Context: an optimization exercise on an open-source flow, tuned for small area, a short achievable clock period and few clock cycles per item. The choices shown serve that exercise and are no tape-out recipe.
At most, simulation tests tie the RTL to the original design; equivalence was not proved.
Only the layout flow was run in run 2; the RTL was not checked for function there.
No activity file was given, so power comes from the tool's default toggle rates.

[design/flow/design.v]
package acar_pkg;
  localparam int ENTRIES_DEF  = 16;
  localparam int REQUESTS_DEF = 16;
  localparam logic [2:0] OP_LOOKUP  = 3'd0;
  localparam logic [2:0] OP_INSERT  = 3'd1;
  localparam logic [2:0] OP_QUEUE   = 3'd2;
  localparam logic [2:0] OP_REMREQ  = 3'd3;
  localparam logic [2:0] OP_REMENT  = 3'd4;
  localparam logic [2:0] OP_CLEAR   = 3'd5;
  localparam logic [2:0] OP_TICK    = 3'd6;
  localparam logic [1:0] KIND_ANSWER = 2'd0;
  localparam logic [1:0] KIND_SEND   = 2'd1;
  localparam logic [1:0] KIND_GIVEUP = 2'd2;
  localparam logic CFG_TIMEOUT = 1'b0;
  localparam logic CFG_SENDS   = 1'b1;
  localparam logic [7:0] TIMEOUT_RST = 8'd30;
  localparam logic [3:0] SENDS_RST   = 4'd5;
  typedef struct packed {
    logic [1:0]  kind;
    logic        found;
    logic [31:0] ip;
    logic [47:0] mac;
    logic        full;
    logic        last;
  } result_t;
endpackage
module acar_ram #(
  parameter int WIDTH = 8,
  parameter int DEPTH = 16
) (
  input  logic                     clk,
  input  logic                     we,
  input  logic [$clog2(DEPTH)-1:0] waddr,
  input  logic [WIDTH-1:0]         wdata,
  input  logic [$clog2(DEPTH)-1:0] raddr,
  output logic [WIDTH-1:0]         rdata
);
  logic [WIDTH-1:0] mem [DEPTH];
  always_ff @(posedge clk) begin
    if (we) begin
      mem[waddr] <= wdata;
    end
    rdata <= mem[raddr];
  end
endmodule
module acar_outreg (
  input  logic             clk,
  input  logic             rst,
  input  logic             load,
  input  acar_pkg::result_t din,
  output logic             busy,
  output logic             valid,
  input  logic             ready,
  output acar_pkg::result_t dout
);
  always_ff @(posedge clk) begin
    if (rst) begin
      valid <= 1'b0;
    end else if (load) begin
      valid <= 1'b1;
    end else if (ready) begin
      valid <= 1'b0;
    end
    if (load) begin
      dout <= din;
    end
  end
  assign busy = valid && !ready;
endmodule
module arp_cache_aging_retry #(
  parameter int ENTRIES  = acar_pkg::ENTRIES_DEF,
  parameter int REQUESTS = acar_pkg::REQUESTS_DEF
) (
  input  logic        clk,
  input  logic        rst,
  input  logic        valid,
  output logic        ready,
  input  logic [2:0]  opcode,
  input  logic [31:0] ip_address,
  input  logic [47:0] mac_address,
  output logic        out_valid,
  input  logic        out_ready,
  output logic [1:0]  kind,
  output logic        found,
  output logic [31:0] ip_out,
  output logic [47:0] mac_out,
  output logic        full_res,
  output logic        last,
  input  logic        cfg_valid,
  output logic        cfg_ready,
  input  logic        cfg_index,
  input  logic [7:0]  cfg_data
);
  localparam int NE = ENTRIES;
  localparam int NR = REQUESTS;
  logic [7:0]  entry_timeout;
  logic [3:0]  max_sends;
  logic        s1_v;
  logic        is_lk, is_ins, is_q, is_rr, is_re, is_clr, is_tk;   
  logic [31:0] s1_ip;
  logic [47:0] s1_mac;
  logic [NE-1:0] s1_eqc;    
  logic [NR-1:0] s1_eqr;    
  logic [NE-1:0]       c_v;
  logic [NE-1:0][31:0] c_ip;
  logic [NE-1:0][47:0] c_mac;
  logic [NE-1:0][7:0]  c_age;
  logic [NE-1:0][NE-1:0] c_ord;   
  logic [NE-1:0]       c_free;    
  logic                c_full;
  logic [NR-1:0]       r_v;
  logic [NR-1:0][31:0] r_ip;
  logic [NR-1:0][3:0]  r_snd;
  logic [NR-1:0]       r_age;
  logic [NR-1:0][NR-1:0] r_ord;
  logic [NR-1:0]       r_free;
  logic                r_full;
  logic          tk;
  logic [NR-1:0] pend;
  logic [NR-1:0] nf;
  logic        ov, tv;
  logic [1:0]  h_kind, t_kind;
  logic        h_found, t_found, h_full, t_full, h_last, t_last;
  logic [31:0] h_ip, t_ip;
  logic [47:0] h_mac;
  logic [NE-1:0] t_sel;
  logic        rdy_q, cfg_rdy_q;
  assign ready     = rdy_q;
  assign cfg_ready = cfg_rdy_q;
  assign out_valid = ov;
  assign kind      = h_kind;
  assign found     = h_found;
  assign ip_out    = h_ip;
  assign mac_out   = h_mac;
  assign full_res  = h_full;
  assign last      = h_last;
  logic space, go;
  assign space = !tv;
  assign go    = s1_v && space;
  function automatic logic [NE-1:0] first_in_order(input logic [NE-1:0] m,
                                                   input logic [NE*NE-1:0] ord);
    logic [NE-1:0] f;
    for (int i = 0; i < NE; i++) begin
      f[i] = m[i];
      for (int j = 0; j < NE; j++) begin
        if (j < i && m[j] && ord[j*NE+i]) f[i] = 1'b0;
        if (j > i && m[j] && !ord[i*NE+j]) f[i] = 1'b0;
      end
    end
    first_in_order = f;
  endfunction
  function automatic logic [NE-1:0] first_zero(input logic [NE-1:0] v);
    logic [NE-1:0] f;
    f = '0;
    for (int i = NE - 1; i >= 0; i--) begin
      if (!v[i]) f = NE'(1) << i;
    end
    first_zero = f;
  endfunction
  logic [NE-1:0] c_m, c_first, c_ins;
  logic          c_hit;
  assign c_m     = s1_eqc & c_v;
  assign c_hit   = |c_m;
  assign c_first = first_in_order(c_m, c_ord);
  logic [NR-1:0] r_m, r_notify, r_ins, r_give;
  logic          r_hit, r_any;
  logic [31:0]   r_nip;
  logic          r_ngive;
  assign r_m      = s1_eqr & r_v;
  assign r_hit    = |r_m;
  assign r_notify = r_v & r_age;
  assign r_any    = |nf;
  always_comb begin
    for (int i = 0; i < NR; i++) begin
      r_give[i] = (r_snd[i] >= max_sends);
    end
    r_nip = '0;
    for (int i = 0; i < NR; i++) begin
      r_nip = r_nip | ({32{nf[i]}} & r_ip[i]);
    end
    r_ngive = |(nf & (tk ? ~r_v : r_give));
  end
  logic notice, vacate, tick_start;
  assign notice     = is_tk && r_any;
  assign vacate     = go && !notice;
  assign tick_start = go && is_tk && !tk;
  assign c_ins = (go && is_ins && !c_full) ? c_free : '0;
  assign r_ins = (go && is_q && !r_hit && !r_full) ? r_free : '0;
  logic [1:0]    x_kind;
  logic          x_found, x_full, x_last;
  logic [31:0]   x_ip;
  logic [NE-1:0] x_sel;
  always_comb begin
    x_kind  = acar_pkg::KIND_ANSWER;
    x_found = 1'b0;
    x_ip    = s1_ip;
    x_sel   = '0;
    x_full  = 1'b0;
    x_last  = 1'b1;
    if (notice) begin
      x_kind = r_ngive ? acar_pkg::KIND_GIVEUP : acar_pkg::KIND_SEND;
      x_ip   = r_nip;
      x_last = 1'b0;
    end
    if (is_lk) begin
      x_found = c_hit;
      x_sel   = c_first;
    end
    if (is_ins) begin
      x_found = r_hit;
      x_full  = c_full;
    end
    if (is_q) begin
      x_found = r_hit;
      x_full  = !r_hit && r_full;
    end
  end
  logic [NE-1:0] c_v_d;
  logic [NR-1:0] r_v_d, r_age_d, pend_d, cand_d;
  logic          tk_d;
  always_comb begin
    for (int i = 0; i < NE; i++) begin
      c_v_d[i] = c_v[i];
      if (go && is_re && s1_eqc[i]) c_v_d[i] = 1'b0;
      if (tick_start && !(((c_age[i] == 8'hFF) ? c_age[i] : c_age[i] + 8'd1) <= entry_timeout))
        c_v_d[i] = 1'b0;
      if (go && is_clr) c_v_d[i] = 1'b0;
      if (c_ins[i]) c_v_d[i] = 1'b1;
    end
    for (int i = 0; i < NR; i++) begin
      r_v_d[i]   = r_v[i];
      r_age_d[i] = r_age[i];
      if (go && is_rr && s1_eqr[i]) r_v_d[i] = 1'b0;
      if (tick_start) begin
        r_age_d[i] = !r_age[i];
        if (r_notify[i] && r_give[i]) r_v_d[i] = 1'b0;
      end
      if (go && is_clr) r_v_d[i] = 1'b0;
      if (r_ins[i]) begin
        r_v_d[i]   = 1'b1;
        r_age_d[i] = 1'b0;
      end
    end
    pend_d = pend;
    tk_d   = tk;
    if (go && is_tk) begin
      pend_d = (tk ? pend : r_notify) & ~nf;
      tk_d   = r_any;
    end
    cand_d = tk_d ? pend_d : (r_v_d & r_age_d);
  end
  logic          accept, pop, push, s1_v_d, ov_d, tv_d, rdy_d, same_ip, tk1_d;
  assign accept  = valid && rdy_q;
  assign pop     = ov && out_ready;
  assign push    = go;
  assign s1_v_d  = accept || (s1_v && !vacate);
  assign tk1_d   = accept ? (opcode == acar_pkg::OP_TICK) : is_tk;
  assign tv_d    = (tv && !pop) || (push && ov && !pop);
  assign ov_d    = push || tv || (ov && !pop);
  assign rdy_d   = !s1_v_d || (!tv_d && !(tk1_d && |cand_d));
  assign same_ip = (ip_address == s1_ip);
  always_ff @(posedge clk) begin
    if (rst) begin
      s1_v          <= 1'b0;
      c_v           <= '0;
      r_v           <= '0;
      c_free        <= NE'(1);
      c_full        <= 1'b0;
      r_free        <= NR'(1);
      r_full        <= 1'b0;
      tk            <= 1'b0;
      ov            <= 1'b0;
      tv            <= 1'b0;
      rdy_q         <= 1'b1;
      cfg_rdy_q     <= 1'b1;
      entry_timeout <= acar_pkg::TIMEOUT_RST;
      max_sends     <= acar_pkg::SENDS_RST;
    end else begin
      s1_v      <= s1_v_d;
      c_v       <= c_v_d;
      r_v       <= r_v_d;
      c_free    <= first_zero(c_v_d);
      c_full    <= &c_v_d;
      r_free    <= first_zero(r_v_d);
      r_full    <= &r_v_d;
      tk        <= tk_d;
      ov        <= ov_d;
      tv        <= tv_d;
      rdy_q     <= rdy_d;
      cfg_rdy_q <= !s1_v_d;
      if (cfg_valid && cfg_rdy_q) begin
        if (cfg_index == acar_pkg::CFG_TIMEOUT) begin
          entry_timeout <= cfg_data;
        end else begin
          max_sends <= cfg_data[3:0];
        end
      end
    end
  end
  always_ff @(posedge clk) begin
    if (rdy_q) begin
      is_lk  <= (opcode == acar_pkg::OP_LOOKUP);
      is_ins <= (opcode == acar_pkg::OP_INSERT);
      is_q   <= (opcode == acar_pkg::OP_QUEUE);
      is_rr  <= (opcode == acar_pkg::OP_REMREQ);
      is_re  <= (opcode == acar_pkg::OP_REMENT);
      is_clr <= (opcode == acar_pkg::OP_CLEAR);
      is_tk  <= (opcode == acar_pkg::OP_TICK);
      s1_ip  <= ip_address;
      s1_mac <= mac_address;
      for (int i = 0; i < NE; i++) s1_eqc[i] <= c_ins[i] ? same_ip : (c_ip[i] == ip_address);
      for (int i = 0; i < NR; i++) s1_eqr[i] <= r_ins[i] ? same_ip : (r_ip[i] == ip_address);
    end
    pend <= pend_d;
    nf   <= first_in_order(cand_d, r_ord);
    for (int i = 0; i < NE; i++) begin
      if (c_ins[i]) begin
        c_ip[i]  <= s1_ip;
        c_mac[i] <= s1_mac;
        c_age[i] <= 8'd0;
      end else if (tick_start) begin
        c_age[i] <= (c_age[i] == 8'hFF) ? c_age[i] : c_age[i] + 8'd1;
      end
      for (int j = i + 1; j < NE; j++) begin
        if (c_ins[j]) c_ord[i][j] <= 1'b1;
        else if (c_ins[i]) c_ord[i][j] <= 1'b0;
      end
    end
    for (int i = 0; i < NR; i++) begin
      r_age[i] <= r_age_d[i];
      if (r_ins[i]) begin
        r_ip[i]  <= s1_ip;
        r_snd[i] <= 4'd0;
      end else if (tick_start && r_notify[i] && !r_give[i]) begin
        r_snd[i] <= (r_snd[i] == 4'hF) ? r_snd[i] : r_snd[i] + 4'd1;
      end
      for (int j = i + 1; j < NR; j++) begin
        if (r_ins[j]) r_ord[i][j] <= 1'b1;
        else if (r_ins[i]) r_ord[i][j] <= 1'b0;
      end
    end
  end
  logic [NE-1:0] h_sel;
  logic [47:0]   h_mac_d;
  always_comb begin
    h_sel   = tv ? t_sel : x_sel;
    h_mac_d = '0;
    for (int i = 0; i < NE; i++) begin
      h_mac_d = h_mac_d | ({48{h_sel[i]}} & c_mac[i]);
    end
  end
  always_ff @(posedge clk) begin
    if (rst) begin
      h_kind  <= '0;
      h_found <= 1'b0;
      h_ip    <= '0;
      h_mac   <= '0;
      h_full  <= 1'b0;
      h_last  <= 1'b0;
    end else if (tv ? pop : (push && (!ov || pop))) begin
      h_kind  <= tv ? t_kind  : x_kind;
      h_found <= tv ? t_found : x_found;
      h_ip    <= tv ? t_ip    : x_ip;
      h_mac   <= h_mac_d;
      h_full  <= tv ? t_full  : x_full;
      h_last  <= tv ? t_last  : x_last;
    end
    if (push && ov && !pop) begin
      t_kind  <= x_kind;
      t_found <= x_found;
      t_ip    <= x_ip;
      t_sel   <= x_sel;
      t_full  <= x_full;
      t_last  <= x_last;
    end
  end
endmodule
[design/flow/run.sh]
#!/bin/bash
# synth_recipe.tcl (not shown) runs the flow's synth.tcl, then flattens the netlist and writes it again
# the make line also repeats each setting of config.mk as NAME=value (left out here)
make -C /OpenROAD-flow-scripts/flow DESIGN_CONFIG=/design/flow/config.mk WORK_HOME=/design/flow/orfs CLKGATE_MAP_FILE= SYNTH_SCRIPT=/design/flow/synth_recipe.tcl finish
[design/flow/config.mk]
export PLATFORM = sky130hd
export DESIGN_NAME = arp_cache_aging_retry
export DESIGN_NICKNAME = arp_cache_aging_retry
export VERILOG_FILES = /design/flow/design.v
export SDC_FILE = /design/flow/constraint.sdc
export NUM_CORES = 4
export LEC_CHECK = 0
export CAP_MARGIN = 20
export CORE_MARGIN = 2
export CORE_UTILIZATION = 40
export SETUP_SLACK_MARGIN = 4.5
export SLEW_MARGIN = 20
[design/flow/constraint.sdc]
create_clock -name core_clock -period 8.0 [get_ports {clk}]
set_input_delay 1.6000 -clock core_clock [delete_from_list [all_inputs] [get_ports {clk}]]
set_output_delay 1.6000 -clock core_clock [all_outputs]
set_load 0.01 [all_outputs]
==> results of run 1 <==
worst paths after layout:
path | from | to | slack (ns)
worst min register to register | c_ord[120] | c_ord[120] | 0.45
worst max-delay path | s1_eqc[7] | h_mac[40] | 4.45
worst max register to register | s1_eqc[7] | h_mac[40] | 4.45
worst min-delay path | c_ord[120] | c_ord[120] | 0.45
power by group through the flow:
stage / combinational (uW) / clock [uW] / sequential, uW
2_1_floorplan: 1450 / 0 / 15400
3_3_place_gp: 2270 / 0 / 15500
3_5_place_dp: 2340 / 0 / 15500
4_1_cts: 2400 / 13500 / 15200
5_1_grt: 2720 / 14100 / 15300
6_report: 2540 / 13400 / 15300
layer usage:
| layer | global-route usage (%) | wire length, um |
|---|---|---|
| met2 | 44.2 | 189000 |
| met1 | 41.1 | 173000 |
| met3 | 7.46 | 53100 |
| met5 | 0 | 149 |
| met4 | 11.0 | 19300 |
cell families after synthesis:
group / share of synthesized area [%]
flip-flops: 64.7
AND/OR/NAND/NOR: 10.5
AO/OA/AOI/OAI: 9.93
XOR/XNOR: 9.63
buffers and inverters: 2.00
adder cells (fa/ha/maj): 2.52
multiplexers: 0.750
metrics by stage:
| stage | cells | power [uW] | utilization (%) |
|---|---|---|---|
| final | 12900 | 31200 | 46.9 |
| after global routing | 12900 | 32100 | 46.9 |
| after CTS | 12800 | 31100 | 46.5 |
| after detailed placement | 12300 | 17800 | 42.6 |
| after global placement | 12300 | 17800 | 42.6 |
| after floorplan | 8597 | 16900 | - |
worst register-to-register path: stages (launching register included):
cell and delay (ns):
edfxtp_1 0.50, buf_4 0.28, nand3_1 0.13, nand4_1 0.23
nor4_4 0.59, mux2_4 0.50, buf_6 0.38, a22o_1 0.21
a221oi_1 0.04, and3_1 0.21, a311oi_1 0.29
layout make-up:
class	count	area share, %
antenna	4	0.00771
inverter	96	0.361
multi-input combinational	5423	29.5
sequential	2613	55.5
timing repair buffer	551	3.82
tap	3705	3.57
clock inverter	129	1.04
clock buffer	393	6.20
cell usage in the layout, fill, tap and decap left out, drive strengths merged, types with 32 or more instances in the layout:
master / n
a211oi: 48
a21o: 32
a21oi: 221
a221oi: 181
a222oi: 59
a22o: 177
a22oi: 237
a311oi: 52
and3: 96
buf: 388
clkbuf: 404
clkdlybuf4s50: 144
clkinv: 90
dfxtp: 649
edfxtp: 1964
ha: 224
inv: 101
mux2i: 53
nand2: 818
nand2b: 33
nand3: 251
nand3b: 46
nand4: 393
nor2: 458
nor2b: 35
nor3: 93
nor4: 107
o2111ai: 39
o21a: 57
o21ai: 154
o22ai: 52
xnor2: 1139
xor2: 84
sequential cells by signal, summed over array words and instances, names as in the netlist, 64 cells and up:
register,cells
r_ord,120
c_mac,768
c_age,128
r_snd,64
r_ip,512
c_ip,512
c_ord,120
timing repair:
action | in CTS | in global routing
gates resized for setup | 209 | 180
pin swaps | 21 | 40
buffers inserted | 66 | 58
gates cloned | 6 | 5
endpoints found under the setup margin | 1060 | 758
==> out/metrics.yaml, run 1 <==
synth_most_common_cell: "edfxtp_1"
final-setup-viol-count: 0
insertion_delay_ns: 0.89
path_class: "reg -> reg"
async_flop_share_pct: 0
startpoint_type: "register"
synth_commonest_cells: "edfxtp_1 (1964), xnor2_1 (1139), nand2_1 (818), dfxtp_1 (649), nor2_1 (458)"
syn_area_sq_um: 111000
peakVddDrop_uv: 161
wl_per_cell_um: 33.6
gp_congestion: 1.06
fin_crit_ns: 3.55
vias: 80900
holdPathStages: 2
cts_tree: "yes"
hold_slack_ns: 0.453
tns_ns: 0
worstPathArrival_ns: 4.26
multi_input_comb_area_sq_um: 38300
synth_top_area_share_pct: 53.0
antenna_found_initial: 29
ys_ff_latch: 2613
core_area_sq_um: 276000
clock_sinks: 2613
synth_area_leaders: "edfxtp_1 (53%), dfxtp_1 (12%), xnor2_1 (9.0%), nand2_1 (2.8%), ha_1 (2.5%)"
drtIter0Drc: 12600
drv_slew: 0
max_freq_mhz: 282
hold_violations: 0
cts_buffers: 295
combPwrFrac_pct: 8.1
die_area_sq_um: 282000
cp-end-kind: "register"
grt_pass1_wl_um: 599000
ys_seq_area_share_pct: 64.7
nNetsFinal: 9301
first_pass_iters: 6
maxCapViolCount: 0
crit_family: "simple AND/OR/NAND/NOR gates"
ant_nets: 0
viasPerCell: 6.27
drc: 0
worst-path-stages: 10
start_util_pct: 40.2
final_cell_area_sq_um: 130000
switching_share_pct: 24.1
synthCells: 8597
syn-mean-instance-area_sq_um: 12.9
io_buffer_count: 184
die_h_um: 531
fp-row-count: 193
grt_max_degree: 83
power_density_nw_per_um2: 240
period_share_pct: 44.4
track_usage_pct: 29.5
ioPinCount: 185
leakage_uw: 0.0436
yosysUniqueCellTypes: 86
crit_fanout: 26
critPathSlowestCell: "nor4_4"
worstMarginPinSlew_ns: 1.24
worst_slack_ns: 4.45
final-seq-area_sq_um: 72100
crit_chain: "buf_4, nand3_1, nand4_1, nor4_4, mux2_4, buf_6, a22o_1, a221oi_1, and3_1, a311oi_1"
post-dp-hpwl_um: 258000
status: "no timing/DRC/antenna violations"
hold_buffers: 0
fillers: 24300
htree_levels: 5
cp_data_required_time_ns: 8.71
wirelength_um: 434000
place_ws_ns: 3.14
r2r.worst_path.cells: 10
clkSlewWorstSetupHoldPaths_ns: 0.06
hold_class: "reg -> reg"
placed_area_sq_um: 118000
synth-edff-count: 1964
max_stage_delay_ns: 0.59
p_int_uw: 23700
yosysWarnings: 1
grt_pass1_vias: 76800
worst-path-buf-inv: 2
ys.flop_type: "edfxtp_1"
cts.path.max_buffers: 4
cts-root-buf: "clkbuf_16"
fin_skew_ns: 0.0800
area_growth_pct: 16.7
pwr-share-seq_pct: 48.9
syn-num-nets: 8918
synth_largest_area_cell: "edfxtp_1"
fp.dieW_um: 531
rsz0062_at_grt: "true"
layout-drive-gt1-share_pct: 12.4
maxSlewHeadroom_pct: 17.4
clkPwrFrac_pct: 43.0
p_switching_uw: 7520
gr-total-overflow: 0
Testbench counts, summed over its fixed seeds: cycles 6,898, items 4,800.
==> inputs of run 2 (changes only) <==
--- a/design/flow/design.v
+++ b/design/flow/design.v
@@ -106,4 +106,5 @@
   logic [NE-1:0][47:0] c_mac;
   logic [NE-1:0][7:0]  c_age;
+  logic [NE-1:0]       c_exp;     
   logic [NE-1:0][NE-1:0] c_ord;   
   logic [NE-1:0]       c_free;    
@@ -119,4 +120,5 @@
   logic [NR-1:0] pend;
   logic [NR-1:0] nf;
+  logic          r_any;   
   logic        ov, tv;
   logic [1:0]  h_kind, t_kind;
@@ -152,7 +154,7 @@
   function automatic logic [NE-1:0] first_zero(input logic [NE-1:0] v);
     logic [NE-1:0] f;
-    f = '0;
-    for (int i = NE - 1; i >= 0; i--) begin
-      if (!v[i]) f = NE'(1) << i;
+    for (int i = 0; i < NE; i++) begin
+      f[i] = !v[i];
+      for (int j = 0; j < i; j++) f[i] = f[i] & v[j];
     end
     first_zero = f;
@@ -160,9 +162,10 @@
   logic [NE-1:0] c_m, c_first, c_ins;
   logic          c_hit;
-  assign c_m     = s1_eqc & c_v;
+  assign c_m     = s1_eqc & c_v & {NE{is_lk && !tv}};   
   assign c_hit   = |c_m;
   assign c_first = first_in_order(c_m, c_ord);
-  logic [NR-1:0] r_m, r_notify, r_ins, r_give;
-  logic          r_hit, r_any;
+  logic [NR-1:0] r_m, r_notify, r_ins;
+  logic [NR-1:0] r_give;   
+  logic          r_hit;
   logic [31:0]   r_nip;
   logic          r_ngive;
@@ -170,9 +173,5 @@
   assign r_hit    = |r_m;
   assign r_notify = r_v & r_age;
-  assign r_any    = |nf;
   always_comb begin
-    for (int i = 0; i < NR; i++) begin
-      r_give[i] = (r_snd[i] >= max_sends);
-    end
     r_nip = '0;
     for (int i = 0; i < NR; i++) begin
@@ -185,6 +184,6 @@
   assign vacate     = go && !notice;
   assign tick_start = go && is_tk && !tk;
-  assign c_ins = (go && is_ins && !c_full) ? c_free : '0;
-  assign r_ins = (go && is_q && !r_hit && !r_full) ? r_free : '0;
+  assign c_ins = c_ins_any ? c_free : '0;
+  assign r_ins = r_ins_any ? r_free : '0;
   logic [1:0]    x_kind;
   logic          x_found, x_full, x_last;
@@ -216,5 +215,7 @@
     end
   end
-  logic [NE-1:0] c_v_d;
+  logic [NE-1:0] c_v_d, c_vb, c_free_n;
+  logic [NR-1:0] r_vb, r_free_n;
+  logic          c_full_n, r_full_n, c_ins_any, r_ins_any;
   logic [NR-1:0] r_v_d, r_age_d, pend_d, cand_d;
   logic          tk_d;
@@ -223,7 +224,7 @@
       c_v_d[i] = c_v[i];
       if (go && is_re && s1_eqc[i]) c_v_d[i] = 1'b0;
-      if (tick_start && !(((c_age[i] == 8'hFF) ? c_age[i] : c_age[i] + 8'd1) <= entry_timeout))
-        c_v_d[i] = 1'b0;
+      if (tick_start && c_exp[i]) c_v_d[i] = 1'b0;
       if (go && is_clr) c_v_d[i] = 1'b0;
+      c_vb[i] = c_v_d[i];
       if (c_ins[i]) c_v_d[i] = 1'b1;
     end
@@ -237,4 +238,5 @@
       end
       if (go && is_clr) r_v_d[i] = 1'b0;
+      r_vb[i] = r_v_d[i];
       if (r_ins[i]) begin
         r_v_d[i]   = 1'b1;
@@ -242,4 +244,10 @@
       end
     end
+    c_ins_any = go && is_ins && !c_full;
+    r_ins_any = go && is_q && !r_hit && !r_full;
+    c_free_n  = c_ins_any ? first_zero(c_v | c_free) : first_zero(c_vb);
+    c_full_n  = c_ins_any ? &(c_v | c_free) : &c_vb;
+    r_free_n  = r_ins_any ? first_zero(r_v | r_free) : first_zero(r_vb);
+    r_full_n  = r_ins_any ? &(r_v | r_free) : &r_vb;
     pend_d = pend;
     tk_d   = tk;
@@ -280,8 +288,8 @@
       c_v       <= c_v_d;
       r_v       <= r_v_d;
-      c_free    <= first_zero(c_v_d);
-      c_full    <= &c_v_d;
-      r_free    <= first_zero(r_v_d);
-      r_full    <= &r_v_d;
+      c_free    <= c_free_n;
+      c_full    <= c_full_n;
+      r_free    <= r_free_n;
+      r_full    <= r_full_n;
       tk        <= tk_d;
       ov        <= ov_d;
@@ -289,14 +297,43 @@
       rdy_q     <= rdy_d;
       cfg_rdy_q <= !s1_v_d;
-      if (cfg_valid && cfg_rdy_q) begin
-        if (cfg_index == acar_pkg::CFG_TIMEOUT) begin
-          entry_timeout <= cfg_data;
-        end else begin
-          max_sends <= cfg_data[3:0];
-        end
-      end
+      entry_timeout <= to_d;
+      max_sends <= ms_d;
+    end
+  end
+  logic [7:0]          to_d;
+  logic [3:0]          ms_d;
+  logic [NE-1:0][7:0]  c_age_d;
+  logic [NR-1:0][3:0]  r_snd_d;
+  always_comb begin
+    to_d = entry_timeout;
+    ms_d = max_sends;
+    if (rst) begin
+      to_d = acar_pkg::TIMEOUT_RST;
+      ms_d = acar_pkg::SENDS_RST;
+    end else if (cfg_valid && cfg_rdy_q) begin
+      if (cfg_index == acar_pkg::CFG_TIMEOUT) to_d = cfg_data;
+      else ms_d = cfg_data[3:0];
+    end
+    for (int i = 0; i < NE; i++) begin
+      c_age_d[i] = c_age[i];
+      if (c_ins[i]) c_age_d[i] = 8'd0;
+      else if (tick_start && c_age[i] != 8'hFF) c_age_d[i] = c_age[i] + 8'd1;
+    end
+    for (int i = 0; i < NR; i++) begin
+      r_snd_d[i] = r_snd[i];
+      if (r_ins[i]) r_snd_d[i] = 4'd0;
+      else if (tick_start && r_notify[i] && !r_give[i] && r_snd[i] != 4'hF)
+        r_snd_d[i] = r_snd[i] + 4'd1;
     end
   end
   always_ff @(posedge clk) begin
+    for (int i = 0; i < NE; i++) begin
+      c_age[i] <= c_age_d[i];
+      c_exp[i] <= (c_age_d[i] >= to_d) && !(&c_age_d[i] && &to_d);
+    end
+    for (int i = 0; i < NR; i++) begin
+      r_snd[i]  <= r_snd_d[i];
+      r_give[i] <= (r_snd_d[i] >= ms_d);
+    end
     if (rdy_q) begin
       is_lk  <= (opcode == acar_pkg::OP_LOOKUP);
@@ -313,12 +350,10 @@
     end
     pend <= pend_d;
-    nf   <= first_in_order(cand_d, r_ord);
+    nf    <= first_in_order(cand_d, r_ord);
+    r_any <= |cand_d;
     for (int i = 0; i < NE; i++) begin
       if (c_ins[i]) begin
         c_ip[i]  <= s1_ip;
         c_mac[i] <= s1_mac;
-        c_age[i] <= 8'd0;
-      end else if (tick_start) begin
-        c_age[i] <= (c_age[i] == 8'hFF) ? c_age[i] : c_age[i] + 8'd1;
       end
       for (int j = i + 1; j < NE; j++) begin
@@ -331,7 +366,4 @@
       if (r_ins[i]) begin
         r_ip[i]  <= s1_ip;
-        r_snd[i] <= 4'd0;
-      end else if (tick_start && r_notify[i] && !r_give[i]) begin
-        r_snd[i] <= (r_snd[i] == 4'hF) ? r_snd[i] : r_snd[i] + 4'd1;
       end
       for (int j = i + 1; j < NR; j++) begin
@@ -344,5 +376,5 @@
   logic [47:0]   h_mac_d;
   always_comb begin
-    h_sel   = tv ? t_sel : x_sel;
+    h_sel   = x_sel | ({NE{tv}} & t_sel);   
     h_mac_d = '0;
     for (int i = 0; i < NE; i++) begin
--- a/design/flow/config.mk
+++ b/design/flow/config.mk
@@ -8,5 +8,7 @@
 export CAP_MARGIN = 20
 export CORE_MARGIN = 2
-export CORE_UTILIZATION = 40
-export SETUP_SLACK_MARGIN = 4.5
+export CORE_UTILIZATION = 50
+export CTS_CLUSTER_DIAMETER = 100
+export CTS_CLUSTER_SIZE = 25
+export SETUP_SLACK_MARGIN = 4.7
 export SLEW_MARGIN = 20
==> run 2 against run 1 <==
Compared with the run above: still clean on timing, DRC and antenna; setup slack better by 0.048 ns; flip-flop and latch count grew 33; count of clock-buffer cells in the layout decreased by 207; global-route usage rose by 6.8 points; critical path type is now in -> reg; largest power group unchanged.
==> out/metrics.yaml, run 2 <==
rsz0062_at_grt: "true"
fin_util_pct: 57.2
ys_seq_area_share_pct: 65.4
max_freq_mhz: 286
hold_buffers: 0
wirelength_um: 428000
synth_top_area_share_pct: 53.1
drv_slew: 0
ys.flop_type: "edfxtp_1"
cp_data_required_time_ns: 8.73
ioPinCount: 185
hold_class: "reg -> reg"
largest_register_ffs: 768
synth_commonest_cells: "edfxtp_1 (1964), xnor2_1 (1114), nand2_1 (729), dfxtp_1 (682), nor2_1 (392)"
track_usage_pct: 36.3
antenna_found_initial: 26
drc: 0
final_cell_area_sq_um: 127000
yosysWarnings: 1
reg.largest.list: "c_mac (768), c_ip (512), r_ip (512)"
cts_buffers: 120
final_cell_mix: "edfxtp_1 (1964), xnor2_1 (1113), nand2_1 (711), dfxtp_1 (658), nor2_1 (376)"
maxCapViolCount: 0
ys_ff_latch: 2646
fin_crit_ns: 3.50
grt_pass1_wl_um: 576000
grt_pass1_vias: 73500
synth_most_common_cell: "edfxtp_1"
io_buffer_count: 184
gr-total-overflow: 0
vias: 79400
first_pass_iters: 9
final-setup-viol-count: 0
syn-mean-instance-area_sq_um: 13.2
cts_tree: "yes"
placed_area_sq_um: 117000
insertion_delay_ns: 0.88
fin_skew_ns: 0.0471
worstPathArrival_ns: 4.23
period_share_pct: 43.8
syn_area_sq_um: 111000
post-dp-hpwl_um: 246000
fp.dieW_um: 475
gp_congestion: 1.04
htree_levels: 3
area_growth_pct: 14.1
crit_path_end: "s1_eqr[8]"
crit_fanout: 23
start_util_pct: 50.2
ant_nets: 0
cts-root-buf: "clkbuf_16"
synth-edff-count: 1964
worst_slack_ns: 4.50
fp-row-count: 173
async_flop_share_pct: 0
syn-num-nets: 8738
place_ws_ns: 2.70
status: "no timing/DRC/antenna violations"
grt_max_degree: 72
hold_violations: 0
final_common_cell: "edfxtp_1"
cts.path.max_buffers: 3
finalPower_uw: 24900
path_class: "in -> reg"
peakVddDrop_uv: 182
synth_largest_area_cell: "edfxtp_1"
rr_endpoint: "h_mac[15]"
rrSetupSlack_ns: 4.57
power_density_nw_per_um2: 197
nNetsFinal: 9115
die_h_um: 475
viasPerCell: 6.69
core_area_sq_um: 221000
synth_area_leaders: "edfxtp_1 (53%), dfxtp_1 (12%), xnor2_1 (8.8%), ha_1 (2.5%), nand2_1 (2.5%)"
startpoint: "ip_address[16]"
maxSlewHeadroom_pct: 16.8
clkSlewWorstSetupHoldPaths_ns: 0.12
r2r.worst_path.cells: 13
layout-drive-gt1-share_pct: 11.7
die_area_sq_um: 226000
synthCells: 8417
drtIter0Drc: 13000
clock_sinks: 2646
startpoint_type: "input pin"
leakage_uw: 0.0434
yosysUniqueCellTypes: 84
wl_per_cell_um: 36.1
cp-end-kind: "register"
largest-register: "c_mac"
worstMarginPinSlew_ns: 1.25
r2r-start: "tv"
tns_ns: 0
run 2: cell count changes after synthesis, sizes merged, moves of 29 or more:
cell,previous run,this run
a21oi,221,187
nand3b,45,5
nand4,393,362
nand3,251,132
o2111ai,39,9
a22oi,237,321
nor2b,35,65
o21ai,154,183
nand2,818,735
o21a,57,5
nor2,458,392
dfxtp,649,682
run 2: worst min-delay path by stage:
stage | startpoint | to | cells past startpoint
detailed placement | c_ord[61] | c_ord[61] | 2
finish | r_ord[108] | r_ord[108] | 2
global route | c_ord[95] | c_ord[95] | 2
CTS | c_ord[61] | c_ord[61] | 2
global placement | c_ord[120] | c_ord[120] | 2
floorplan | r_ord[10] | r_ord[10] | 2
run 2: per-layer routing:
layer	routed length (um)	vias up	share of wire, %	track usage [%]
li1	-	32600	-	-
met4	25800	20	6.0	16.4
met1	161000	39900	38	48.8
met3	54000	1145	13	9.36
met5	272	-	0.063	0
met2	187000	5712	44	55.4
run 2: kinds of logic after synthesis:
family | share of synthesized area (%)
DFF | 65.4
and+or+nand+nor | 9.76
AOI/OAI and AO/OA | 10.1
xor gates and xnor gates | 9.50
buffers and inverters | 2.03
adders and majority gates | 2.52
muxes | 0.658
run 2: where the power goes:
part / total (uW) / internal, uW / leakage (uW) / switching [uW]
clock: 7460 / 2950 / 0.00173 / 4510
combinational: 2140 / 810 / 0.0183 / 1330
sequential: 15300 / 15000 / 0.0235 / 326
total: 24900 / 18700 / 0.0434 / 6170
run 2: cell type report:
class,count,area [sq um]
diodes,12,30.0
clock buffers,186,3290
clock inverters,25,314
fillers,17700,94700
inverters,114,817
multi-input cells,5214,38600
flip-flops and latches,2646,72700
well taps,2975,3720
repair buffers,691,7260
repair inverters,7,63.8
run 2: what timing repair did:
item	4_1_cts	5_1_grt
gates cloned	39	25
endpoints found under the setup margin	1617	123
setup buffers	109	141
pin swaps	40	104
gates resized for setup	484	235
run 2: worst max-delay path, stage by stage:
cell and delay, ns:
buf_4 0.36, buf_6 0.46, xnor2_1 0.29, nand4_1 0.21
nor4_2 0.76, nand3_1 0.32, o21ai_0 0.15
run 2: through the flow:
step / hold WS (ns) / std cells
finish: 0.470 / 11900
global route: 0.478 / 11900
CTS: 0.464 / 11700
detailed placement: 0.447 / 11300
global placement: 0.444 / 11300
floorplan: 0.428 / 8417
==> inputs of run 3 (changes only) <==
--- a/design/flow/design.v
+++ b/design/flow/design.v
@@ -120,5 +120,4 @@
   logic [NR-1:0] pend;
   logic [NR-1:0] nf;
-  logic          r_any;   
   logic        ov, tv;
   logic [1:0]  h_kind, t_kind;
@@ -167,5 +166,5 @@
   logic [NR-1:0] r_m, r_notify, r_ins;
   logic [NR-1:0] r_give;   
-  logic          r_hit;
+  logic          r_hit, r_any;
   logic [31:0]   r_nip;
   logic          r_ngive;
@@ -173,4 +172,5 @@
   assign r_hit    = |r_m;
   assign r_notify = r_v & r_age;
+  assign r_any    = |nf;
   always_comb begin
     r_nip = '0;
@@ -350,6 +350,5 @@
     end
     pend <= pend_d;
-    nf    <= first_in_order(cand_d, r_ord);
-    r_any <= |cand_d;
+    nf   <= first_in_order(cand_d, r_ord);
     for (int i = 0; i < NE; i++) begin
       if (c_ins[i]) begin
==> run 3 against run 2 <==
Compared with the run above: total power up 0.29%; critical path type is now reg -> reg; final area down 0.33%; count of clock-buffer cells in the layout up 17; sequential share of layout area up 0.21 points; still clean on timing, DRC and antenna; largest power group unchanged; via count up 0.17%; area after synthesis about the same.
==> out/metrics.yaml, run 3 <==
leakage_uw: 0.0434
ant_nets: 0
area_growth_pct: 13.7
wirelength_um: 444000
first_pass_iters: 13
fin_crit_ns: 3.42
rsz0062_at_grt: "true"
crit_fanout: 25
grt_pass1_wl_um: 594000
wl_met2_um: 188000
peakVddDrop_uv: 193
synth_compound_area_share_pct: 9.51
cts-root-buf: "clkbuf_16"
synth_most_common_cell: "edfxtp_1"
grt_pass1_vias: 73400
synth_top_area_share_pct: 53.1
largest_register_ffs: 768
cts.path.max_buffers: 3
die_h_um: 475
place_ws_ns: 2.85
crit_chain: "buf_4, a22o_1, a221oi_2, nand3_1, nor3_1, nor2_1, mux2i_1, a211oi_1"
tns_ns: 0
die_area_sq_um: 226000
cts_buffers: 119
nNetsFinal: 9122
post-dp-hpwl_um: 265000
dr_wl_met3_um: 65100
placed_area_sq_um: 117000
final_common_cell: "edfxtp_1"
gp_congestion: 1.02
syn-num-nets: 8739
path_class: "reg -> reg"
htree_levels: 3
period_share_pct: 42.8
reg.largest.list: "c_mac (768), c_ip (512), r_ip (512)"
drv_slew: 0
synth-edff-count: 1964
track_usage_pct: 37.8
yosysUniqueCellTypes: 102
worst_slack_ns: 4.58
maxSlewHeadroom_pct: 18.2
synth_area_leaders: "edfxtp_1 (53%), dfxtp_1 (12%), xnor2_1 (8.7%), a22oi_1 (3.1%), ha_1 (2.5%)"
max_stage_delay_ns: 0.54
wl_per_cell_um: 37.3
largest-register: "c_mac"
synth-simple-area-share_pct: 10.1
viasPerCell: 6.68
final_cell_mix: "edfxtp_1 (1964), xnor2_1 (1094), nand2_1 (650), dfxtp_1 (634), nor2_1 (468)"
fin_skew_ns: 0.0703
io_buffer_count: 184
final_cell_area_sq_um: 126000
max_freq_mhz: 292
fin_util_pct: 57.0
fp-row-count: 173
ys_seq_area_share_pct: 65.3
clkSlewWorstSetupHoldPaths_ns: 0.10
synth_mux_area_share_pct: 0.822
worstMarginPinSlew_ns: 1.23
drtIter0Drc: 13500
syn_area_sq_um: 111000
yosys.area_share.adder_pct: 2.52
layout-drive-gt1-share_pct: 12.3
antenna_found_initial: 29
synth_xor_area_share_pct: 9.47
syn-mean-instance-area_sq_um: 13.2
crit_family: "simple AND/OR/NAND/NOR gates"
final-setup-viol-count: 0
drc: 0
synthCells: 8418
power_density_nw_per_um2: 198
insertion_delay_ns: 0.89
critPathSlowestCell: "nor3_1"
maxUsedRoutingLayer: "met5"
hold_violations: 0
async_flop_share_pct: 0
synth_commonest_cells: "edfxtp_1 (1964), xnor2_1 (1101), dfxtp_1 (681), nand2_1 (679), nor2_1 (484)"
gr-total-overflow: 0
worstPathArrival_ns: 4.12
ys.flop_type: "edfxtp_1"
synth_largest_area_cell: "edfxtp_1"
maxCapViolCount: 0
ioPinCount: 185
fp.dieW_um: 475
cp-end-kind: "register"
routedLengthMet1_um: 168000
hold_class: "reg -> reg"
synth_top_family_by_area: "simple AND/OR/NAND/NOR gates"
start_util_pct: 50.1
core_area_sq_um: 222000
status: "no timing/DRC/antenna violations"
hold_buffers: 0
vias: 79500
clock_sinks: 2645
cts_tree: "yes"
yosysWarnings: 1
worst-path-buf-inv: 1
grt_max_degree: 57
cp_data_required_time_ns: 8.69
startpoint_type: "register"
ys_ff_latch: 2645
[run 3: cell types whose count changed after synthesis, sizes merged, moves of 36 or more]
cell	change
nor3	+46
nor2	+92
nand2	-55
a22oi	+141
buf	+53
nand4	+60
a221oi	-70
a2111oi	+36
clkbuf	-50
a22o	-79
o21ai	-50
[run 3: worst paths after layout]
kind	slack, ns	startpoint	end	depth (start not counted)
max	4.58	nf[1]	h_ip[0]	8
min	0.46	c_ord[104]	c_ord[104]	2
max reg2reg	4.58	nf[1]	h_ip[0]	8
min reg2reg	0.46	c_ord[104]	c_ord[104]	2
[run 3: timing repair]
item,4_1_cts,5_1_grt
endpoints found under the setup margin,1851,249
resized for setup,552,248
pin swaps,42,49
gates cloned,28,22
setup buffers,143,103
[run 3: metrics by stage]
stage | hold WS [ns] | power (uW) | cells
2_1_floorplan | 0.426 | 16700 | 8418
4_1_cts | 0.464 | 24900 | 11800
6_report | 0.465 | 25000 | 11900
3_5_place_dp | 0.448 | 17600 | 11400
5_1_grt | 0.484 | 25600 | 11900
3_3_place_gp | 0.443 | 17600 | 11400
[run 3: layer usage]
layer | GRT usage [%] | vias to the layer above
li1 | - | 32500
met1 | 52.1 | 40100
met2 | 55.5 | 5929
met3 | 12.5 | 961
met4 | 14.4 | 16
met5 | 0.171 | -
[run 3: layout make-up]
type	instances	area, sq um
multi-input cells	5208	38300
repair buffers	691	6900
diodes	21	52.6
clock buffers	203	3360
clock inverters	19	312
inverters	116	782
fillers	18200	95300
flip-flops and latches	2645	72700
well taps	2975	3720
repair inverters	20	204
[run 3: worst reg2reg max path, delay by kind of cell, from the launching register on]
| family | cells | cell delay, ns |
|---|---|---|
| DFF | 1 | 0.50 |
| and+or+nand+nor | 3 | 1.18 |
| muxes | 1 | 0.28 |
| buffers and inverters | 1 | 0.40 |
| AOI/OAI and AO/OA | 3 | 0.90 |
[run 3: kinds of logic after synthesis]
group | count (synthesis)
AO/OA/AOI/OAI | 1412
XOR/XNOR | 1201
adder cells (fa/ha/maj) | 224
buffers and inverters | 579
flip-flops | 2645
multiplexers | 91
AND/OR/NAND/NOR | 2266
[run 3: report_power, final]
group	switching, uW	total (uW)	internal [uW]	leakage [uW]
clock network	4530	7490	2960	0.00174
registers	350	15300	15000	0.0235
logic	1360	2140	778	0.0182
total	6240	25000	18700	0.0434
Testbench counts of run 3, summed over its fixed seeds: cycles 6,898, items 4,800.
==> inputs of run 4 (changes only) <==
--- a/design/flow/config.mk
+++ b/design/flow/config.mk
@@ -8,5 +8,5 @@
 export CAP_MARGIN = 20
 export CORE_MARGIN = 2
-export CORE_UTILIZATION = 50
+export CORE_UTILIZATION = 60
 export CTS_CLUSTER_DIAMETER = 100
 export CTS_CLUSTER_SIZE = 25
==> run 4 against run 3 <==
Compared with the run above: die area shrank 17%; clock power down 4.5%; combinational power up 2%; setup slack worse by 0.076 ns; largest cell class unchanged.
==> out/metrics.yaml, run 4 <==
layout.cells.non_filler: 11400
ant_nets: 0
hold_violations: 0
gr-total-overflow: 0
antenna_found_initial: 23
syn-num-nets: 8739
drv_slew: 0
synthCells: 8418
async_flop_share_pct: 0
maxUsedRoutingLayer: "met5"
largest_register_ffs: 768
cts_buffers: 116
synth_most_common_cell: "edfxtp_1"
die_h_um: 434
htree_levels: 3
period_share_pct: 43.8
worstMarginPinSlew_ns: 1.37
ys.flop_type: "edfxtp_1"
insertion_delay_ns: 0.87
hold_class: "reg -> reg"
crit_family: "simple AND/OR/NAND/NOR gates"
grt_max_degree: 76
synth_commonest_cells: "edfxtp_1 (1964), xnor2_1 (1101), dfxtp_1 (681), nand2_1 (679), nor2_1 (484)"
tns_ns: 0
track_usage_pct: 42.3
max_freq_mhz: 286
crit_chain: "buf_4, buf_8, xnor2_1, nand4_1, nor4_1, nand3_1, o21ai_0"
gp_congestion: 1.05
cts.path.max_buffers: 3
reg.largest.list: "c_mac (768), c_ip (512), r_ip (512)"
grt_pass1_wl_um: 560000
holdPathStages: 2
viasPerCell: 7.06
post-dp-hpwl_um: 240000
die_area_sq_um: 189000
final_common_cell: "edfxtp_1"
ioPinCount: 185
wl_per_cell_um: 36.6
clock_sinks: 2645
largest-register: "c_mac"
synth_largest_area_cell: "edfxtp_1"
routedLengthMet1_um: 151000
vias: 80800
final-setup-viol-count: 0
maxSlewHeadroom_pct: 8.89
area_growth_pct: 14.5
path_class: "in -> reg"
worstPathArrival_ns: 4.17
drtIter0Drc: 14100
syn-mean-instance-area_sq_um: 13.2
synth_area_leaders: "edfxtp_1 (53%), dfxtp_1 (12%), xnor2_1 (8.7%), a22oi_1 (3.1%), ha_1 (2.5%)"
leakage_uw: 0.0441
clkSlewWorstSetupHoldPaths_ns: 0.11
wirelength_um: 419000
fin_skew_ns: 0.0552
finalPower_uw: 24700
r2r.worst_path.cells: 7
synth-edff-count: 1964
yosysUniqueCellTypes: 102
nNetsFinal: 9208
cp-end-kind: "register"
layout-drive-gt1-share_pct: 13.6
cts_tree: "yes"
peakVddDrop_uv: 207
fin_util_pct: 69.4
start_util_pct: 60.6
status: "no timing/DRC/antenna violations"
crit_fanout: 20
synth_top_area_share_pct: 53.1
fp.dieW_um: 434
yosysWarnings: 1
ys_seq_area_share_pct: 65.3
post-place-cells: 10800
max_stage_delay_ns: 0.66
fin_crit_ns: 3.50
drc: 0
hold_slack_ns: 0.469
maxCapViolCount: 0
core_area_sq_um: 183000
power_density_nw_per_um2: 194
cp_data_required_time_ns: 8.67
cts-root-buf: "clkbuf_16"
startpoint_type: "input pin"
worst-path-buf-inv: 2
grt_pass1_vias: 73500
critPathSlowestCell: "nor4_1"
ys_ff_latch: 2645
worst-path-stages: 7
final_cell_mix: "edfxtp_1 (1964), xnor2_1 (1094), nand2_1 (653), dfxtp_1 (643), nor2_1 (462)"
fp-row-count: 157
wl_met2_um: 180000
dr_wl_met3_um: 63400
io_buffer_count: 184
first_pass_iters: 10
syn_area_sq_um: 111000
rsz0062_at_grt: "true"
==> run 4: cell families after synthesis <==
logic type / count (synthesis) / synth area share [%]
buf+inv: 579 / 2.21
xor+xnor: 1201 / 9.47
simple gates: 2266 / 10.1
mux: 91 / 0.822
compound gates: 1412 / 9.51
flops: 2645 / 65.3
fa+ha+maj: 224 / 2.52
==> run 4: what timing repair did <==
item	in CTS	in global routing
setup buffers	128	204
resized for setup	531	350
setup endpoints to repair	2344	159
hold buffers	0	0
gates cloned	41	42
pin swaps	40	138
==> run 4: worst min-delay path, delay by kind of cell (launching register included) <==
kind,cells,cell delay (ns)
flops,1,0.34
simple gates,2,0.10
==> run 4: worst paths after layout <==
kind	start	to	slack [ns]
setup / recovery	ip_address[9]	s1_eqr[5]	4.50
hold / removal	r_ord[172]	r_ord[172]	0.47
setup reg to reg	nf[13]	h_ip[30]	4.52
hold reg to reg	r_ord[172]	r_ord[172]	0.47
==> run 4: cell type report <==
| type | instances | area (sq um) |
|---|---|---|
| fillers | 13000 | 56200 |
| diodes | 13 | 32.5 |
| repair inverters | 27 | 317 |
| repair buffers | 761 | 8130 |
| clock inverters | 12 | 159 |
| multi-input cells | 5220 | 38900 |
| flip-flops and latches | 2645 | 72700 |
| clock buffers | 180 | 3200 |
| inverters | 116 | 817 |
| well taps | 2464 | 3080 |
==> run 4: where the power goes <==
group | switching [uW] | internal [uW]
Sequential | 320 | 15000
Clock | 4330 | 2820
Combinational | 1370 | 818
Total | 6020 | 18600
==> run 4: through the flow <==
step | setup WS, ns | cell area, sq um
finish | 4.50 | 127000
global route | 4.47 | 127000
CTS | 4.47 | 123000
detailed placement | 2.40 | 116000
global placement | 2.10 | 116000
floorplan | 4.09 | 111000
==> run 4: per-layer routing <==
metal / vias to the layer above / global-route usage, %
li1: 32700 / -
met1: 40000 / 57.5
met2: 6799 / 62.9
met3: 1261 / 13.4
met4: 24 / 17.6
met5: - / 1.31
==> inputs of run 5 (changes only) <==
--- a/design/flow/config.mk
+++ b/design/flow/config.mk
@@ -8,7 +8,7 @@
 export CAP_MARGIN = 20
 export CORE_MARGIN = 2
-export CORE_UTILIZATION = 60
+export CORE_UTILIZATION = 50
 export CTS_CLUSTER_DIAMETER = 100
 export CTS_CLUSTER_SIZE = 25
-export SETUP_SLACK_MARGIN = 4.7
+export SETUP_SLACK_MARGIN = 4.6
 export SLEW_MARGIN = 20
==> run 5 against run 4 <==
Compared with the run above: highest routed layer unchanged; synthesized cell count did not move; largest cell class unchanged; sequential power barely moved; setup slack got worse by 0.15 ns; flip-flop and latch count did not move; largest power group unchanged; fmax fell by 4.0%; critical path depth did not move; die area rose by 20%; still clean on timing, DRC and antenna.
==> out/metrics.yaml, run 5 <==
post-dp-hpwl_um: 258000
peakVddDrop_uv: 206
synth_area_leaders: "edfxtp_1 (53%), dfxtp_1 (12%), xnor2_1 (8.7%), a22oi_1 (3.1%), ha_1 (2.5%)"
synth_largest_area_cell: "edfxtp_1"
ioPinCount: 185
largest-register: "c_mac"
fp.dieW_um: 475
syn_area_sq_um: 111000
insertion_delay_ns: 0.87
largest_register_ffs: 768
nNetsFinal: 9121
ys_ff_latch: 2645
synth-edff-count: 1964
cts-root-buf: "clkbuf_16"
crit_fanout: 33
area_growth_pct: 13.5
die_area_sq_um: 226000
drtIter0Drc: 12700
status: "no timing/DRC/antenna violations"
drv_slew: 0
antenna_found_initial: 28
synth_top_area_share_pct: 53.1
finalPower_uw: 25000
clkSlewWorstSetupHoldPaths_ns: 0.11
viasPerCell: 6.69
grt_pass1_wl_um: 580000
start_util_pct: 50.1
ant_nets: 0
max_freq_mhz: 274
reg.largest.list: "c_mac (768), c_ip (512), r_ip (512)"
core_area_sq_um: 222000
ys_seq_area_share_pct: 65.3
synth_commonest_cells: "edfxtp_1 (1964), xnor2_1 (1101), dfxtp_1 (681), nand2_1 (679), nor2_1 (484)"
cp_data_required_time_ns: 8.68
power_density_nw_per_um2: 199
tns_ns: 0
cts.path.max_buffers: 3
maxSlewHeadroom_pct: 15.4
gr-total-overflow: 0
grt_max_degree: 72
worstPathArrival_ns: 4.32
leakage_uw: 0.0433
final_cell_mix: "edfxtp_1 (1964), xnor2_1 (1093), nand2_1 (657), dfxtp_1 (639), nor2_1 (464)"
async_flop_share_pct: 0
hold_buffers: 0
fp-row-count: 173
fin_skew_ns: 0.0600
grt_pass1_vias: 73400
hold_violations: 0
final-setup-viol-count: 0
path_class: "in -> reg"
layout-drive-gt1-share_pct: 12.3
ys.flop_type: "edfxtp_1"
wl_per_cell_um: 36.2
vias: 79600
io_buffer_count: 184
gp_congestion: 1.00
hold_class: "reg -> reg"
htree_levels: 3
synthCells: 8418
first_pass_iters: 13
maxCapViolCount: 0
fin_crit_ns: 3.65
die_h_um: 475
rsz0062_at_grt: "true"
final_common_cell: "edfxtp_1"
yosysWarnings: 1
cp-end-kind: "register"
syn-num-nets: 8739
wirelength_um: 431000
cts_buffers: 120
period_share_pct: 45.6
clock_sinks: 2645
cts_tree: "yes"
startpoint_type: "input pin"
syn-mean-instance-area_sq_um: 13.2
worstMarginPinSlew_ns: 1.25
synth_most_common_cell: "edfxtp_1"
track_usage_pct: 36.6
yosysUniqueCellTypes: 102
drc: 0
[run 5: cell counts after synthesis]
No cell type changed its count.
[run 5: report_power, final]
part / internal [uW] / switching [uW]
registers: 15000 / 339
clock network: 2960 / 4520
logic: 852 / 1380
total: 18800 / 6240
[run 5: stage by stage]
stage / setup WS (ns) / instances / hold WS [ns] / util (%) / cell area [sq um]
floorplan: 3.49 / 8418 / 0.426 / - / 111000
global placement: 2.58 / 11400 / 0.436 / 52.6 / 117000
detailed placement: 2.64 / 11400 / 0.442 / 52.6 / 117000
CTS: 4.48 / 11700 / 0.460 / 55.6 / 123000
global route: 4.40 / 11900 / 0.481 / 56.9 / 126000
finish: 4.35 / 11900 / 0.455 / 56.9 / 126000
[run 5: logic make-up after synthesis]
family / synth area share (%)
DFF: 65.3
and+or+nand+nor: 10.1
AOI/OAI and AO/OA: 9.51
xor gates and xnor gates: 9.47
buffers and inverters: 2.21
adders and majority gates: 2.52
muxes: 0.822
[run 5: what timing repair did]
action	4_1_cts	5_1_grt
gates resized for setup	473	296
buffers inserted	125	125
pin swaps	36	125
endpoints found under the setup margin	1469	225
gates cloned	21	21
[run 5: metal layers]
layer	routed length [um]	track usage [%]
met1	167000	51.3
met2	183000	53.3
met3	59700	11.1
met4	21600	14.4
met5	76	0
[run 5: layout make-up]
cell class,instances,area (sq um)
Clock buffer,200,3330
Inverter,116,737
Clock inverter,23,260
Tap cell,2975,3720
Antenna cell,22,55.1
Multi-Input combinational cell,5210,38200
Fill cell,18000,95600
Timing Repair inverter,9,96.3
Sequential cell,2645,72700
Timing Repair Buffer,698,6970
[run 5: worst max-delay path: stages]
cell and delay [ns]:
buf_2 0.18, buf_4 0.69, xnor2_1 0.20, nand4_1 0.24, nor4_2 0.59, nand3_1 0.49
o21ai_0 0.27
[run 5: worst paths after layout]
kind	cells past startpoint	start	slack (ns)	end
hold reg to reg	2	h_full	0.45	h_full
hold / removal	2	h_full	0.45	h_full
setup reg to reg	19	s1_v	4.51	c_exp[13]
setup / recovery	7	ip_address[23]	4.35	s1_eqr[2]
==> inputs of run 6 (changes only) <==
--- a/design/flow/config.mk
+++ b/design/flow/config.mk
@@ -10,5 +10,5 @@
 export CORE_UTILIZATION = 50
 export CTS_CLUSTER_DIAMETER = 100
-export CTS_CLUSTER_SIZE = 25
-export SETUP_SLACK_MARGIN = 4.6
+export CTS_CLUSTER_SIZE = 20
+export SETUP_SLACK_MARGIN = 4.85
 export SLEW_MARGIN = 20
==> run 6 against run 5 <==
Compared with the run above: via count grew 1.6%; core utilization rose by 2.1 points; clock skew decreased by 0.019 ns; synthesized cell count stayed put; combinational power grew 5%; cell count rose by 1.6%; global-route usage grew 2.4 points; clock power increased by 13%; largest power group unchanged; highest routed layer unchanged.
==> out/metrics.yaml, run 6 <==
status: "no timing/DRC/antenna violations"
die_h_um: 475
hold_violations: 0
final-setup-viol-count: 0
antenna_found_initial: 31
maxCapViolCount: 0
drv_slew: 0
post-dp-hpwl_um: 268000
async_flop_share_pct: 0
worstMarginPinSlew_ns: 1.13
syn_area_sq_um: 111000
min_to: "c_ord[12]"
rrSetupSlack_ns: 4.64
grt_pass1_wl_um: 610000
die_area_sq_um: 226000
ioPinCount: 185
tns_ns: 0
fin_crit_ns: 3.36
vias: 80900
fp.dieW_um: 475
startpoint_type: "register"
cts_tree: "yes"
fin_skew_ns: 0.0408
combPwrFrac_pct: 8.9
ys_ff_latch: 2645
synth_area_leaders: "edfxtp_1 (53%), dfxtp_1 (12%), xnor2_1 (8.7%), a22oi_1 (3.1%), ha_1 (2.5%)"
largest-register: "c_mac"
area_growth_pct: 17.7
rr_endpoint: "h_mac[12]"
grt_pass1_vias: 74500
r2r.worst_path.cells: 16
grt_max_degree: 110
viasPerCell: 6.70
cp-end-kind: "register"
hold_class: "reg -> reg"
peakVddDrop_uv: 201
track_usage_pct: 39.0
final_cell_mix: "edfxtp_1 (1964), xnor2_1 (1087), nand2_1 (655), dfxtp_1 (613), buf_4 (451)"
clock_sinks: 2645
clkSlewWorstSetupHoldPaths_ns: 0.09
crit_fanout: 8
yosysUniqueCellTypes: 102
cts_buffers: 153
max_freq_mhz: 298
path_class: "reg -> reg"
cp_data_required_time_ns: 8.74
gr-total-overflow: 0
gp_congestion: 1.04
ys.flop_type: "edfxtp_1"
synth_top_area_share_pct: 53.1
fp-row-count: 173
switching_share_pct: 24.8
drtIter0Drc: 13700
cpMostUsedCell: "buf_6"
first_pass_iters: 7
period_share_pct: 42.0
synth_most_common_cell: "edfxtp_1"
htree_levels: 4
wirelength_um: 458000
synth_largest_area_cell: "edfxtp_1"
rsz0062_at_grt: "true"
start_util_pct: 50.1
worstPathArrival_ns: 4.09
yosysWarnings: 1
leakage_uw: 0.0450
finalPower_uw: 26100
maxSlewHeadroom_pct: 24.1
pwr-share-seq_pct: 58.7
ant_nets: 0
drc: 0
io_buffer_count: 184
synth_commonest_cells: "edfxtp_1 (1964), xnor2_1 (1101), dfxtp_1 (681), nand2_1 (679), nor2_1 (484)"
r2r-start: "tv"
max_stage_delay_ns: 0.38
p_int_uw: 19600
final_common_cell: "edfxtp_1"
cts.path.max_buffers: 3
nNetsFinal: 9317
syn-num-nets: 8739
worstHoldStart: "c_ord[12]"
insertion_delay_ns: 0.89
critPathSlowestCell: "dfxtp_4"
layout-drive-gt1-share_pct: 16.7
ys_seq_area_share_pct: 65.3
synthCells: 8418
holdPathStages: 2
crit_chain: "buf_6, buf_6, buf_6, nand4b_1, buf_6, buf_6, a2bb2oi_1, nand4_1, nor3_2, a21o_2, clkbuf_16, buf_8, a222oi_1, nand3_1, a2111oi_2, nor3_1"
synth-edff-count: 1964
wl_per_cell_um: 37.9
p_switching_uw: 6500
cts-root-buf: "clkbuf_16"
clkPwrFrac_pct: 32.3
core_area_sq_um: 222000
syn-mean-instance-area_sq_um: 13.2
power_density_nw_per_um2: 200
reg.largest.list: "c_mac (768), c_ip (512), r_ip (512)"
largest_register_ffs: 768
run 6: cell counts after synthesis:
Identical to the previous run, type by type.
run 6: worst max-delay path by stage:
stage	startpoint	to	cells past startpoint	slack, ns
6_report	tv	h_mac[12]	16	4.64
5_1_grt	tv	h_mac[12]	16	4.54
4_1_cts	tv	r_give[12]	13	4.59
3_5_place_dp	s1_v	r_give[12]	13	2.82
3_3_place_gp	tv	r_give[12]	13	2.87
2_1_floorplan	cfg_index	c_exp[11]	13	4.09
run 6: power by group through the flow:
stage | Combinational [uW] | Clock [uW] | Sequential, uW
6_report | 2340 | 8450 | 15400
2_1_floorplan | 1110 | 0 | 15600
3_3_place_gp | 1940 | 0 | 15600
5_1_grt | 2460 | 8940 | 15400
4_1_cts | 2070 | 8480 | 15300
3_5_place_dp | 1970 | 0 | 15600
run 6: critical path: cells and delay by family, from the launching register on:
family / cells / cell delay [ns]
compound gates: 4 / 0.97
buf+inv: 7 / 1.06
flops: 1 / 0.38
simple gates: 5 / 0.80
run 6: cell families after synthesis:
| logic type | Yosys count | share of synthesized area [%] |
|---|---|---|
| flip-flops | 2645 | 65.3 |
| AND/OR/NAND/NOR | 2266 | 10.1 |
| AO/OA/AOI/OAI | 1412 | 9.51 |
| XOR/XNOR | 1201 | 9.47 |
| buffers and inverters | 579 | 2.21 |
| adder cells (fa/ha/maj) | 224 | 2.52 |
| multiplexers | 91 | 0.822 |
run 6: cell type report:
class | instances | area, sq um
inverters | 116 | 821
clock buffers | 226 | 4180
well taps | 2975 | 3720
multi-input cells | 5210 | 39500
repair inverters | 17 | 213
repair buffers | 853 | 9190
clock inverters | 25 | 339
flip-flops and latches | 2645 | 72800
diodes | 16 | 40.0
fillers | 17600 | 90900
run 6: layer usage:
| metal | share of wire, % | track usage (%) |
|---|---|---|
| met4 | 7.6 | 23.7 |
| met1 | 37 | 50.7 |
| met5 | 0.024 | 0 |
| met3 | 13 | 11.5 |
| met2 | 43 | 57.6 |
run 6: repair_timing:
item | CTS | global route
buffers inserted | 213 | 180
pin swaps | 69 | 188
hold endpoints to repair | 0 | 0
gates cloned | 45 | 21
endpoints found under the setup margin | 2043 | 276
hold buffers | 0 | 0
gates resized for setup | 834 | 384
run 6: stage by stage:
stage / utilization (%) / hold WS (ns) / cells / cell area, sq um / worst slack [ns]
final: 59.0 / 0.466 / 12100 / 131000 / 4.64
after CTS: 57.3 / 0.464 / 11900 / 127000 / 4.59
after global placement: 52.8 / 0.440 / 11400 / 117000 / 2.87
after floorplan: - / 0.426 / 8418 / 112000 / 4.09
after detailed placement: 52.8 / 0.451 / 11400 / 117000 / 2.82
after global routing: 59.0 / 0.486 / 12100 / 131000 / 4.54

port drivers added, routing unchanged:
The flow's constraints put no driver on any port. The routed layouts listed below were extracted and timed again, unchanged, in two steps. Step 1 assumes that a clkbuf_16 drives the clock port and a buf_2 every other input. Step 2 also shifts input and output timing later by t, the mid clock arrival at the registers, as if the neighbouring blocks saw the same clock. Slacks: no drivers / after step 1 / after step 2; pairs: no drivers / after step 1.
| run | shift t [ns] | setup slack, ns | worst data-port slew with drivers (ns) |
|---|---|---|---|
| run 1 | 0.949 | 4.452 / 4.447 / 3.595 | 0.15 |
| run 2 | 0.947 | 4.500 / 4.566 / 3.619 | 0.21 |
| run 3 | 0.940 | 4.575 / 4.575 / 3.669 | 0.11 |
| run 4 | 0.943 | 4.500 / 4.516 / 3.624 | 0.14 |
| run 5 | 0.941 | 4.353 / 4.424 / 3.483 | 0.16 |
| run 6 | 0.966 | 4.642 / 4.642 / 3.733 | 0.19 |
After both steps setup and hold are still met in every run listed. For run 6, which loses most, drivers alone change the setup slack by 0.000 ns; drivers and shift together by -0.909 ns.
